Source: an optimization exercise on an open RTL-to-GDS flow (aim: small area, a short achievable clock period and few clock cycles per item). Production flows keep margins and buffers that such runs may drop. Only simulation tests tie the RTL to the original design; equivalence was not proved. Power figures rest on the tool's default switching activity, not on a simulated workload.

==> flow/config.mk <==
export PLATFORM = sky130hd
export DESIGN_NAME = rational_fraction_alu_core
export DESIGN_NICKNAME = rational_fraction_alu_core
export VERILOG_FILES = /design/flow/design.v
export SDC_FILE = /design/flow/constraint.sdc
export NUM_CORES = 4
export LEC_CHECK = 0
export CAP_MARGIN = 20
export CORE_MARGIN = 2
export CORE_UTILIZATION = 40
export SETUP_SLACK_MARGIN = 5
export SLEW_MARGIN = 20
==> flow/design.v <==
package rfa_pkg;
  localparam logic [2:0] KIND_ADD = 3'd0;
  localparam logic [2:0] KIND_SUB = 3'd1;
  localparam logic [2:0] KIND_MUL = 3'd2;
  localparam logic [2:0] KIND_DIV = 3'd3;
  localparam logic [2:0] KIND_CMP = 3'd4;
  localparam logic [2:0] KIND_RED = 3'd5;
  localparam logic [1:0] ST_OK   = 2'd0;
  localparam logic [1:0] ST_ZDEN = 2'd1;
  localparam logic [1:0] ST_DIV0 = 2'd2;
  localparam logic [1:0] ST_OVF  = 2'd3;
  localparam logic [1:0] ORD_LT = 2'd0;
  localparam logic [1:0] ORD_EQ = 2'd1;
  localparam logic [1:0] ORD_GT = 2'd2;
endpackage
import rfa_pkg::*;
module rational_fraction_alu_core (
  input  logic               clk,
  input  logic               rst_n,
  input  logic               in_valid,
  output logic               in_ready,
  input  logic [2:0]         in_kind,
  input  logic signed [31:0] in_a_num,
  input  logic signed [31:0] in_a_den,
  input  logic signed [31:0] in_b_num,
  input  logic signed [31:0] in_b_den,
  output logic               out_valid,
  input  logic               out_ready,
  output logic signed [31:0] out_res_num,
  output logic [30:0]        out_res_den,
  output logic [1:0]         out_order,
  output logic [1:0]         out_status,
  output logic               out_last
);
  localparam logic [3:0] M_IDLE  = 4'd0;
  localparam logic [3:0] M_XY    = 4'd1;    
  localparam logic [3:0] M_X     = 4'd2;    
  localparam logic [3:0] M_D     = 4'd3;    
  localparam logic [3:0] M_RA    = 4'd4;    
  localparam logic [3:0] M_RB    = 4'd5;    
  localparam logic [3:0] M_FIN   = 4'd6;    
  localparam logic [3:0] M_RWAIT = 4'd7;    
  localparam logic [3:0] M_ERR   = 4'd8;    
  localparam logic [3:0] M_SKIP  = 4'd9;    
  localparam logic [1:0] G_IDLE  = 2'd0;
  localparam logic [1:0] G_START = 2'd1;    
  localparam logic [1:0] G_GCD   = 2'd2;
  localparam logic [1:0] G_HOLD  = 2'd3;    
  function automatic logic [1:0] top_f(input logic [31:0] m, input logic s);
    logic c1, c2, c3;
    c1 = s & (&m[7:0]);
    c2 = c1 & (&m[15:8]);
    c3 = c2 & (&m[23:16]);
    if ((|m[31:24]) | c3)      top_f = 2'd3;
    else if ((|m[23:16]) | c2) top_f = 2'd2;
    else if ((|m[15:8]) | c1)  top_f = 2'd1;
    else                       top_f = 2'd0;
  endfunction
  function automatic logic [1:0] tz_f(input logic [3:0] v);
    if (v[1])      tz_f = 2'd0;
    else if (v[2]) tz_f = 2'd1;
    else if (v[3]) tz_f = 2'd2;
    else           tz_f = 2'd3;
  endfunction
  function automatic logic [63:0] shr_f(input logic [63:0] v, input logic [1:0] k);
    case (k)
      2'd0:    shr_f = {1'b0, v[63:1]};
      2'd1:    shr_f = {2'b0, v[63:2]};
      2'd2:    shr_f = {3'b0, v[63:3]};
      default: shr_f = {4'b0, v[63:4]};
    endcase
  endfunction
  function automatic logic [30:0] shl_f(input logic [30:0] v, input logic [1:0] k);
    case (k)
      2'd0:    shl_f = {v[29:0], 1'b0};
      2'd1:    shl_f = {v[28:0], 2'b0};
      2'd2:    shl_f = {v[27:0], 3'b0};
      default: shl_f = {v[26:0], 4'b0};
    endcase
  endfunction
  function automatic logic shl_ovf_f(input logic [30:0] v, input logic [1:0] k);
    case (k)
      2'd0:    shl_ovf_f = v[30];
      2'd1:    shl_ovf_f = |v[30:29];
      2'd2:    shl_ovf_f = |v[30:28];
      default: shl_ovf_f = |v[30:27];
    endcase
  endfunction
  logic [31:0] m_an, m_ad, m_bn, m_bd;
  logic        z_an, z_ad, z_bn, z_bd, sa_in, sb_in;
  logic [1:0]  top_ad, top_bd, top_bn;
  assign m_an   = in_a_num ^ {32{in_a_num[31]}};
  assign m_ad   = in_a_den ^ {32{in_a_den[31]}};
  assign m_bn   = in_b_num ^ {32{in_b_num[31]}};
  assign m_bd   = in_b_den ^ {32{in_b_den[31]}};
  assign z_an   = in_a_num == 32'd0;
  assign z_ad   = in_a_den == 32'd0;
  assign z_bn   = in_b_num == 32'd0;
  assign z_bd   = in_b_den == 32'd0;
  assign sa_in  = (in_a_num[31] ^ in_a_den[31]) && !z_an;
  assign sb_in  = (in_b_num[31] ^ in_b_den[31]) && !z_bn;
  assign top_ad = top_f(m_ad, in_a_den[31]);
  assign top_bd = top_f(m_bd, in_b_den[31]);
  assign top_bn = top_f(m_bn, in_b_num[31]);
  logic [1:0] tad_r, tbd_r, tbn_r;
  always_ff @(posedge clk) begin
    tad_r <= top_ad;
    tbd_r <= top_bd;
    tbn_r <= top_bn;
  end
  logic [3:0]  ms_r;
  logic [2:0]  mk_r;
  logic        mhalf_r, mfirst_r, mph_r, msub_r, msa_r, msb_r, mzd_r;
  logic [1:0]  mcnt_r, mst_r;
  logic [63:0] M1_r, M2_r;
  logic        hv_r, hcmp_r, hlast_r, hsub_r, hsa_r, hsy_r, hneg_r;
  logic [1:0]  hst_r;
  logic [31:0] pm_r;
  logic        ps_r;
  logic [7:0]  ch_r;
  logic        p_en, p_first, p_shift, p_sub, p_dst;
  logic [1:0]  gs_r;
  logic [63:0] a_r, b_r;
  logic [30:0] A1_r, B1_r, A2_r, B2_r;
  logic        gneg_r, glast_r, hovf_r;
  logic [1:0]  gst_r, gord_r;
  logic        ov_r, last_r, in_ready_r;
  logic [31:0] onum_r;
  logic [30:0] oden_r;
  logic [1:0]  sto_r, ordo_r;
  logic out_free, handoff, rv, wr;
  assign out_free = !ov_r || out_ready;
  assign wr       = rv && out_free;         
  assign handoff  = ((gs_r == G_IDLE) || wr) && hv_r;
  logic [1:0]  psel, qsel, idx, kmax;
  logic        s1_en, s1_first, s1_shift, s1_sub, s1_dst;
  logic [31:0] pm, qm, qz;
  logic        ps, qs, qcarry;
  logic [7:0]  qk;
  assign kmax = (tbd_r > tad_r) ? tbd_r : tad_r;
  always_comb begin
    psel     = 2'd0;
    qsel     = 2'd3;
    idx      = 2'd0;
    s1_en    = 1'b0;
    s1_first = 1'b1;
    s1_shift = 1'b1;
    s1_sub   = 1'b0;
    s1_dst   = 1'b0;
    case (ms_r)
      M_XY: begin
        s1_en = 1'b1;
        if (!mph_r) begin
          psel = 2'd0; qsel = 2'd0;
          s1_first = mfirst_r;
          idx = mfirst_r ? kmax : mcnt_r;
        end else begin
          psel = 2'd1; qsel = 2'd1;
          s1_first = 1'b0; s1_shift = 1'b0; s1_sub = msub_r;
          idx = mcnt_r;
        end
      end
      M_X: begin
        s1_en = 1'b1;
        psel = 2'd0;
        qsel = (mk_r == KIND_MUL) ? 2'd2 : 2'd0;
        s1_first = mfirst_r;
        idx = !mfirst_r ? mcnt_r : (mk_r == KIND_MUL) ? tbn_r : tbd_r;
      end
      M_D: begin
        s1_en = 1'b1; s1_dst = 1'b1;
        psel = 2'd2;
        qsel = (mk_r == KIND_DIV) ? 2'd2 : 2'd0;
        s1_first = mfirst_r;
        idx = !mfirst_r ? mcnt_r : (mk_r == KIND_DIV) ? tbn_r : tbd_r;
      end
      M_RA: begin
        s1_en = 1'b1;
        psel = mhalf_r ? 2'd1 : 2'd0;
      end
      M_RWAIT: begin
        s1_en = handoff;
        psel = 2'd1;
      end
      M_RB: begin
        s1_en = 1'b1; s1_dst = 1'b1;
        psel = mhalf_r ? 2'd3 : 2'd2;
      end
      default: ;
    endcase
  end
  always_comb begin
    case (psel)
      2'd0:    begin pm = m_an; ps = in_a_num[31]; end
      2'd1:    begin pm = m_bn; ps = in_b_num[31]; end
      2'd2:    begin pm = m_ad; ps = in_a_den[31]; end
      default: begin pm = m_bd; ps = in_b_den[31]; end
    endcase
    case (qsel)
      2'd0:    begin qm = m_bd; qz = in_b_den; qs = in_b_den[31]; end
      2'd1:    begin qm = m_ad; qz = in_a_den; qs = in_a_den[31]; end
      2'd2:    begin qm = m_bn; qz = in_b_num; qs = in_b_num[31]; end
      default: begin qm = 32'd1; qz = 32'd1; qs = 1'b0; end
    endcase
    case (idx)
      2'd0:    begin qk = qm[7:0];   qcarry = qs; end
      2'd1:    begin qk = qm[15:8];  qcarry = qs & ~(|qz[7:0]); end
      2'd2:    begin qk = qm[23:16]; qcarry = qs & ~(|qz[15:0]); end
      default: begin qk = qm[31:24]; qcarry = qs & ~(|qz[23:0]); end
    endcase
  end
  always_ff @(posedge clk) begin
    pm_r    <= pm;
    ps_r    <= ps;
    ch_r    <= qk + {7'd0, qcarry};
    p_en    <= s1_en && rst_n;
    p_first <= s1_first;
    p_shift <= s1_shift;
    p_sub   <= s1_sub;
    p_dst   <= s1_dst;
  end
  logic [63:0] src, base, sum, acc_next;
  assign src      = p_dst ? M2_r : M1_r;
  assign base     = p_first ? 64'd0 : p_shift ? {src[55:0], 8'd0} : p_sub ? ~src : src;
  assign sum      = base + {24'd0, ({8'd0, pm_r} * {32'd0, ch_r})} + {56'd0, ps_r ? ch_r : 8'd0};
  assign acc_next = p_sub ? ~sum : sum;
  always_ff @(posedge clk) begin
    if (p_en) begin
      if (p_dst) M2_r <= acc_next;
      else       M1_r <= acc_next;
    end
  end
  logic [3:0] ms_n;
  logic [2:0] mk_n;
  logic [1:0] mcnt_n, mst_n;
  logic       mhalf_n, mfirst_n, mph_n, msub_n, msa_n, msb_n, mzd_n, hv_n, hset;
  always_comb begin
    ms_n     = ms_r;
    mk_n     = mk_r;
    mcnt_n   = mcnt_r;
    mst_n    = mst_r;
    mhalf_n  = mhalf_r;
    mfirst_n = mfirst_r;
    mph_n    = mph_r;
    msub_n   = msub_r;
    msa_n    = msa_r;
    msb_n    = msb_r;
    mzd_n    = mzd_r;
    hset     = 1'b0;
    case (ms_r)
      M_IDLE: begin
        if (in_valid && (!hv_r || handoff)) begin
          mk_n     = in_kind;
          msa_n    = sa_in;
          msb_n    = sb_in;
          msub_n   = (in_kind == KIND_CMP) || (sa_in != (sb_in ^ (in_kind == KIND_SUB)));
          mfirst_n = 1'b1;
          mph_n    = 1'b0;
          mhalf_n  = 1'b0;
          mst_n    = (in_kind == KIND_DIV && !z_ad && !z_bd) ? ST_DIV0 : ST_ZDEN;
          if (in_kind > KIND_RED) ms_n = M_SKIP;
          else if (in_kind <= KIND_CMP && (z_ad || z_bd)) ms_n = M_ERR;
          else if (in_kind == KIND_DIV && z_bn) ms_n = M_ERR;
          else if (in_kind == KIND_RED) ms_n = M_RA;
          else if (in_kind == KIND_MUL || in_kind == KIND_DIV) ms_n = M_X;
          else ms_n = M_XY;
        end
      end
      M_XY: begin
        mfirst_n = 1'b0;
        if (!mph_r) begin
          mph_n  = 1'b1;
          mcnt_n = idx;
        end else begin
          mph_n  = 1'b0;
          mcnt_n = idx - 2'd1;
          if (idx == 2'd0) begin
            mfirst_n = 1'b1;
            ms_n     = (mk_r == KIND_CMP) ? M_FIN : M_D;
          end
        end
      end
      M_X: begin
        mfirst_n = 1'b0;
        mcnt_n   = idx - 2'd1;
        if (idx == 2'd0) begin
          mfirst_n = 1'b1;
          ms_n     = M_D;
        end
      end
      M_D: begin
        mfirst_n = 1'b0;
        mcnt_n   = idx - 2'd1;
        if (idx == 2'd0) ms_n = M_FIN;
      end
      M_RA: begin
        mzd_n = mhalf_r ? z_bd : z_ad;
        ms_n  = M_RB;
      end
      M_RWAIT: begin
        if (handoff) begin
          mhalf_n = 1'b1;
          mzd_n   = z_bd;
          ms_n    = M_RB;
        end
      end
      M_RB: ms_n = M_FIN;
      M_FIN: begin
        hset = 1'b1;
        ms_n = (mk_r == KIND_RED && !mhalf_r) ? M_RWAIT : M_IDLE;
      end
      M_ERR: begin
        hset = 1'b1;
        ms_n = M_IDLE;
      end
      M_SKIP: ms_n = M_IDLE;
      default: ms_n = M_IDLE;
    endcase
    if (!rst_n) ms_n = M_IDLE;
  end
  assign hv_n = rst_n && (hset || (hv_r && !handoff));
  always_ff @(posedge clk) begin
    ms_r     <= ms_n;
    mk_r     <= mk_n;
    mcnt_r   <= mcnt_n;
    mst_r    <= mst_n;
    mhalf_r  <= mhalf_n;
    mfirst_r <= mfirst_n;
    mph_r    <= mph_n;
    msub_r   <= msub_n;
    msa_r    <= msa_n;
    msb_r    <= msb_n;
    mzd_r    <= mzd_n;
    hv_r     <= hv_n;
    in_ready_r <= (ms_n == M_FIN && mk_n != KIND_RED) || (ms_n == M_ERR) || (ms_n == M_SKIP)
               || (ms_n == M_RB && mhalf_n);
    if (hset) begin
      hst_r   <= (ms_r == M_ERR) ? mst_r : (mk_r == KIND_RED && mzd_r) ? ST_ZDEN : ST_OK;
      hcmp_r  <= (ms_r != M_ERR) && (mk_r == KIND_CMP);
      hlast_r <= !(mk_r == KIND_RED && !mhalf_r);
      hsub_r  <= msub_r && (mk_r == KIND_ADD || mk_r == KIND_SUB || mk_r == KIND_CMP);
      hsa_r   <= msa_r;
      hsy_r   <= msb_r ^ (mk_r == KIND_SUB);
      if (mk_r == KIND_ADD || mk_r == KIND_SUB) hneg_r <= msa_r;
      else if (mk_r == KIND_MUL || mk_r == KIND_DIV) hneg_r <= msa_r ^ msb_r;
      else hneg_r <= mhalf_r ? msb_r : msa_r;
    end
  end
  assign in_ready = in_ready_r;
  logic [64:0] dab, ub;
  logic        eq, gt, ae, be, odd, c_both, c_a, c_b;
  logic [1:0]  tza, tzb, tzd, shmin;
  assign dab  = {1'b0, a_r} - {1'b0, b_r};
  assign ub   = {1'b0, b_r} - {1'b0, a_r};
  assign eq   = a_r == b_r;
  assign gt   = ub[64];             
  assign ae   = !a_r[0];
  assign be   = !b_r[0];
  assign odd  = !ae && !be;
  assign c_both = ae && be;
  assign c_a  = ae && !be;
  assign c_b  = !ae && be;
  assign tza  = tz_f(a_r[3:0]);
  assign tzb  = tz_f(b_r[3:0]);
  assign tzd  = tz_f(dab[3:0]);
  assign shmin = (tza < tzb) ? tza : tzb;
  logic        hold;
  logic [31:0] sumA, sum2;
  logic [1:0]  shA, shB;
  logic        upd_a;
  assign hold  = gs_r == G_HOLD;
  assign sumA  = {1'b0, A1_r} + {1'b0, hold ? 31'd0 : B1_r};
  assign sum2  = {1'b0, A2_r} + {1'b0, hold ? 31'd0 : B2_r};
  assign shA   = c_a ? tza : tzd;
  assign shB   = c_b ? tzb : tzd;
  assign upd_a = c_a || (odd && gt);    
  logic ovf_step, ovf_end, done;
  assign ovf_end = sumA[31] || sum2[31];
  assign done    = odd && eq;
  always_comb begin
    if (c_both) ovf_step = 1'b0;
    else if (upd_a)
      ovf_step = shl_ovf_f(A1_r, shA) || shl_ovf_f(A2_r, shA) || (odd && ovf_end);
    else
      ovf_step = shl_ovf_f(B1_r, shB) || shl_ovf_f(B2_r, shB) || (odd && ovf_end);
  end
  logic        m1_zero, m1_neg, direct;
  logic [1:0]  hord;
  assign m1_zero = M1_r == 64'd0;
  assign m1_neg  = hsub_r && M1_r[63];
  assign direct  = (hst_r != ST_OK) || hcmp_r || m1_zero;    
  always_comb begin
    if (hsa_r != hsy_r) hord = hsa_r ? ORD_LT : ORD_GT;
    else if (m1_zero) hord = ORD_EQ;
    else hord = (M1_r[63] ^ hsa_r) ? ORD_LT : ORD_GT;
  end
  logic        rzero, rovf;
  logic [31:0] rnum;
  always_comb begin
    rv    = 1'b0;
    rzero = 1'b1;    
    rovf  = 1'b0;
    case (gs_r)
      G_START: rv = 1'b1;
      G_GCD: begin
        if (done) begin
          rv    = 1'b1;
          rovf  = ovf_end;
          rzero = ovf_end;
        end else begin
          rv    = ovf_step;
          rovf  = 1'b1;
        end
      end
      G_HOLD: begin
        rv    = 1'b1;
        rovf  = hovf_r;
        rzero = hovf_r;
      end
      default: ;
    endcase
  end
  assign rnum = gneg_r ? -sumA : sumA;
  logic [1:0] gs_n;
  always_comb begin
    gs_n = gs_r;
    if (handoff) gs_n = direct ? G_START : G_GCD;
    else if (wr) gs_n = G_IDLE;
    else if (rv && gs_r == G_GCD) gs_n = G_HOLD;
    if (!rst_n) gs_n = G_IDLE;
  end
  logic [63:0] a_src, b_src;
  logic [1:0]  a_sh, b_sh;
  assign a_src = odd ? dab[63:0] : a_r;
  assign b_src = odd ? ub[63:0] : b_r;
  assign a_sh  = c_both ? shmin : shA;
  assign b_sh  = c_both ? shmin : shB;
  always_ff @(posedge clk) begin
    gs_r <= gs_n;
    ov_r <= rst_n && (wr || (ov_r && !out_ready));
    if (wr) begin
      last_r <= glast_r;
      onum_r <= rzero ? 32'd0 : rnum;
      oden_r <= rzero ? 31'd1 : sum2[30:0];
      if (gs_r == G_START) begin
        sto_r  <= gst_r;
        ordo_r <= gord_r;
      end else begin
        sto_r  <= rovf ? ST_OVF : ST_OK;
        ordo_r <= ORD_LT;
      end
    end
    if (gs_r == G_GCD) hovf_r <= !done || ovf_end;
    if (handoff) begin
      glast_r <= hlast_r;
      gst_r   <= hst_r;
      gord_r  <= hcmp_r ? hord : ORD_LT;
      gneg_r  <= m1_neg ? hsy_r : hneg_r;
      a_r     <= m1_neg ? -M1_r : M1_r;
      b_r     <= M2_r;
      A1_r    <= 31'd1;
      B1_r    <= 31'd0;
      A2_r    <= 31'd0;
      B2_r    <= 31'd1;
    end else if (gs_r == G_GCD) begin
      if (c_both || upd_a) a_r <= shr_f(a_src, a_sh);
      if (!upd_a)          b_r <= shr_f(b_src, b_sh);
      if (!c_both) begin
        if (upd_a) begin
          A1_r <= shl_f(A1_r, shA);
          A2_r <= shl_f(A2_r, shA);
          if (odd) begin
            B1_r <= sumA[30:0];
            B2_r <= sum2[30:0];
          end
        end else begin
          B1_r <= shl_f(B1_r, shB);
          B2_r <= shl_f(B2_r, shB);
          if (odd) begin
            A1_r <= sumA[30:0];
            A2_r <= sum2[30:0];
          end
        end
      end
    end
  end
  assign out_valid   = ov_r;
  assign out_res_num = onum_r;
  assign out_res_den = oden_r;
  assign out_order   = ordo_r;
  assign out_status  = sto_r;
  assign out_last    = last_r;
endmodule
==> flow/run.sh <==
#!/bin/bash
# synth_recipe.tcl (not shown) runs the flow's synth.tcl, then flattens the netlist and writes it again
# the make line also repeats each setting of config.mk as NAME=value (left out here)
make -C /OpenROAD-flow-scripts/flow DESIGN_CONFIG=/design/flow/config.mk WORK_HOME=/design/flow/orfs CLKGATE_MAP_FILE= SYNTH_SCRIPT=/design/flow/synth_recipe.tcl finish
==> flow/constraint.sdc <==
create_clock -name core_clock -period 11.0 [get_ports {clk}]
set_input_delay 2.2000 -clock core_clock [delete_from_list [all_inputs] [get_ports {clk}]]
set_output_delay 2.2000 -clock core_clock [all_outputs]
set_load 0.01 [all_outputs]
==> run notes <==
[synthesized netlist by cell type, drive strengths merged (19+ instances only)]
cell type  number
nand3         120
mux4           19
inv           407
a311oi         81
a211oi         67
nor2          572
nor2b          65
and2          194
buf           145
o31ai          38
a222oi         19
dfxtp         188
a31oi         102
mux2           57
o21ai         331
a21oi         458
mux2i         319
fa            220
nand2         884
or3            31
a21o          133
a21boi         21
o22ai          34
a221oi         22
xor2          230
clkbuf        270
nand4          65
nor3           89
o21a           52
edfxtp        349
o21bai         42
and3           24
ha            313
a22oi          49
nor4           45
nand2b         30
xnor2         314
nand3b         23
o211ai         73
[state kept, by name, summed over array words and instances, names as in the netlist, 3 cells and up]
register / cells
b_r: 64
A2_r: 31
ms_r: 4
A1_r: 31
M1_r: 64
oden_r: 31
a_r: 64
M2_r: 64
mk_r: 3
pm_r: 31
B2_r: 31
ch_r: 8
B1_r: 31
onum_r: 32
[metal layers]
layer  vias to the layer above  global-route usage, %  routed length [µm]
met5                         -                      0                  13
met4                         2                  9.861                7644
met3                       318                  3.647               15890
met2                      2281                  42.20               88100
met1                     25070                  38.44               88370
li1                      23810                      -                   -
[final cells by class]
| class | instances | share of cell area (%) |
|---|---|---|
| timing repair buffer | 330 | 5.136 |
| antenna | 4 | 0.01580 |
| multi-input combinational | 5367 | 62.67 |
| clock inverter | 34 | 0.5867 |
| clock buffer | 91 | 2.936 |
| tap | 1876 | 3.706 |
| sequential | 537 | 22.51 |
| inverter | 407 | 2.438 |
[worst max-delay path, stage by stage (launching register included)]
cell       delay [ns]
dfxtp_4          0.41
buf_16           0.16
mux2_2           0.37
xnor2_1          0.13
o21ai_0          0.20
nand2_1          0.14
fa_1             0.50
inv_1            0.05
fa_1             0.52
fa_1             0.44
fa_1             0.49
ha_1             0.35
ha_4             0.31
o21ai_0          0.13
a221o_1          0.40
nor2_1           0.10
o21ai_1          0.09
a21oi_2          0.19
a31oi_2          0.15
a21oi_2          0.27
o21bai_4         0.13
buf_6            0.15
o21ai_1          0.14
o2111ai_2        0.16
xnor2_2          0.17
[kinds of logic after synthesis]
group                    share of synthesized area, %
AND/OR/NAND/NOR                                 18.09
buffers and inverters                           5.883
XOR/XNOR                                        8.523
AO/OA/AOI/OAI                                   19.74
multiplexers                                    7.596
flip-flops                                      25.36
adder cells (fa/ha/maj)                         14.81
[worst paths after layout]
check | start | to | slack (ns) | depth (start not counted)
worst min-delay path | glast_r | last_r | 0.44 | 0
worst min register to register | glast_r | last_r | 0.44 | 0
worst max register to register | p_dst | M1_r[54] | 4.62 | 24
worst max-delay path | p_dst | M1_r[54] | 4.62 | 24
[layout by cell type (no fill, tap or decap), drive strengths merged, types with 23 or more instances in the layout]
master         netlist  layout
a211oi              67      67
a21o               133     133
a21oi              458     458
a22oi               49      49
a311oi              81      81
a31oi              102     102
and2               194     194
and3                24      24
buf                145     126
clkbuf             270      92
clkdlybuf4s50        0     200
dfxtp              188     188
edfxtp             349     349
fa                 220     220
ha                 313     313
inv                407     411
mux2                57      57
mux2i              319     319
nand2              884     884
nand2b              30      30
nand3              120     120
nand3b              23      23
nand4               65      65
nor2               572     572
nor2b               65      65
nor3                89      89
nor4                45      45
o211ai              73      73
o21a                52      54
o21ai              331     331
o21bai              42      42
o22ai               34      34
o31ai               38      38
or3                 31      31
xnor2              314     314
xor2               230     230
[where the power goes]
group	total, mW	switching (mW)	internal [mW]	leakage (nW)
sequential	3.64	0.626	3.02	4.80
clock	2.30	1.00	1.30	1.06
combinational	11.4	6.77	4.66	20.0
total	17.4	8.40	8.98	25.8
[repair_timing]
| action | 4_1_cts | 5_1_grt |
|---|---|---|
| pin swaps | 36 | 48 |
| buffers inserted | 22 | 26 |
| hold buffers | 0 | 0 |
| resized for setup | 95 | 80 |
| endpoints found under the setup margin | 314 | 341 |
| gates cloned | 6 | 1 |
[per-stage QoR]
step                      util [%]  hold slack (ns)  area, µm²  total power, mW  worst slack [ns]
final                        45.45           0.4364      63340            17.37             4.621
after global routing         45.44           0.4432      63330            18.70             4.389
after CTS                    45.03           0.4377      62750            17.02             4.667
after detailed placement     42.85           0.4054      59710            14.15             3.623
after global placement       42.85           0.4029      59710            14.01             3.672
after floorplan                  -           0.4003      56460            11.48             4.500
==> impl_metrics.csv <==
group,metric,value,unit
grt,grt_max_degree,99,
yosys,seq_area_frac_synth,25.36,%
final_layout,finalNetCount,7380,
routing,drc_errors,0,
clock_network,clock_path_buffers,3,
outcome,status,"finished clean",
setup_path,end_kind,"flop",
setup_path,start_kind,"flop",
clock_network,cts_made_buffers,69,
final_layout,final_cells,8646,
yosys,synth_top_area_cell,"edfxtp_1",
routing,dr.pass1.iters,7,
sta,tightest_slew,1.165,ns
power,power_density,274.3,nW/µm²
yosys,ys_ff_latch,537,
sta,period_share,57.99,%
placed_design,place_congestion,1.005,
routing,viasPerCell,5.954,
clock_network,cts_sinks,537,
yosys,synth_top_cell_area_share,18.66,%
grt,globalRouteOverflowTotal,0,
grt,grt_pass1_vias,48700,
sta,period_needed,6.379,ns
sta,max_freq,156.8,MHz
final_layout,seqCellArea,14250,µm²
grt,grt_pass1_wl,302800,µm
yosys,synthCells,6724,
clock_network,cts_tree,"done",
floorplan,io_pins,205,
final_layout,syn_to_final_growth,12.76,%
final_layout,fillers,13600,
sta,setup_viol,0,
sta,drv_slew,0,
setup_path,worstSetupPathType,"reg2reg",
sta,slew_headroom,22.34,%
power,peakVddDrop,0.0001985,V
yosys,avgSynthCellArea,8.353,µm²
sta,tns,0,ns
yosys,synthTopCellsByArea,"edfxtp_1, fa_1, ha_1",
yosys,synth_fp_nets,7392,
placed_design,hpwl,150200,µm
setup_path,required,11.43,ns
yosys,synthFlopType,"edfxtp_1",
placed_design,dp.cells,8462,
setup_path,worstPathMaxFanout,10,
floorplan,initial_core_util,40.30,%
sta,finalHoldViolCount,0,
floorplan,die-width,378.7,µm
floorplan,coreArea,139400,µm²
routing,wl_per_cell,23.13,µm
yosys,yosysWarningCount,1,
sta,rsz0062_at_grt,"yes",
yosys,synthArstFlopShare,0,%
worst_hold_path,hp-class,"reg2reg",
clock_network,root_buffer,"clkbuf_16",
floorplan,row_count,137,
yosys,synth.cell_area,56170,µm²
grt,gr-usage-all-layers,27.18,%
clock_network,clk_latency,0.70,ns
clock_network,htreeDepth,3,
setup_path,worstPathArrival,6.81,ns
clock_network,clk_pin_slew,0.06,ns
placed_design,portBuffers,204,
grt,antenna_found_initial,3,
routing,num_vias,51480,
power,leakagePower,25.84,nW
yosys,synth_edf_count,349,
final_layout,drive_gt1_share,7.789,%
job,maxCapViolCount,0,
floorplan,die_y,378.7,µm
routing,ant_nets,0,
routing,drt_iter0_markers,5465,
floorplan,die_area,143400,µm²
routing,wl,200000,µm
yosys,ys_types,122,
final_layout,multiInputGateArea,39700,µm²
sta,skew,0.05814,ns
Testbench counts, summed over its fixed seeds: cycles 26,044, items 1,280.

port drivers added, routing unchanged:
In the flow no input, the clock included, has a driving cell. The finished layout below was timed again as built, in two steps. Step 1 sets driving cells, clkbuf_16 on the clock port and buf_2 on the other inputs (assumed; they add their load-dependent delay and slew). Step 2 adds t to the input delays and takes it off the output delays; t is the mean of the earliest and latest rising clock arrival at the registers after step 1. Input paths then give back, and output paths get back, about the clock's delay inside the block. Slacks: ideal ports / drivers / drivers and shift; pairs: ideal ports / drivers.
t, ns: 0.761
slack for setup (ns): 4.621 / 4.621 / 4.621
worst setup path after step 2: register to register
After both steps setup and hold are still met in this run. For this run, drivers alone change the setup slack by 0.000 ns; drivers and shift together by 0.000 ns.
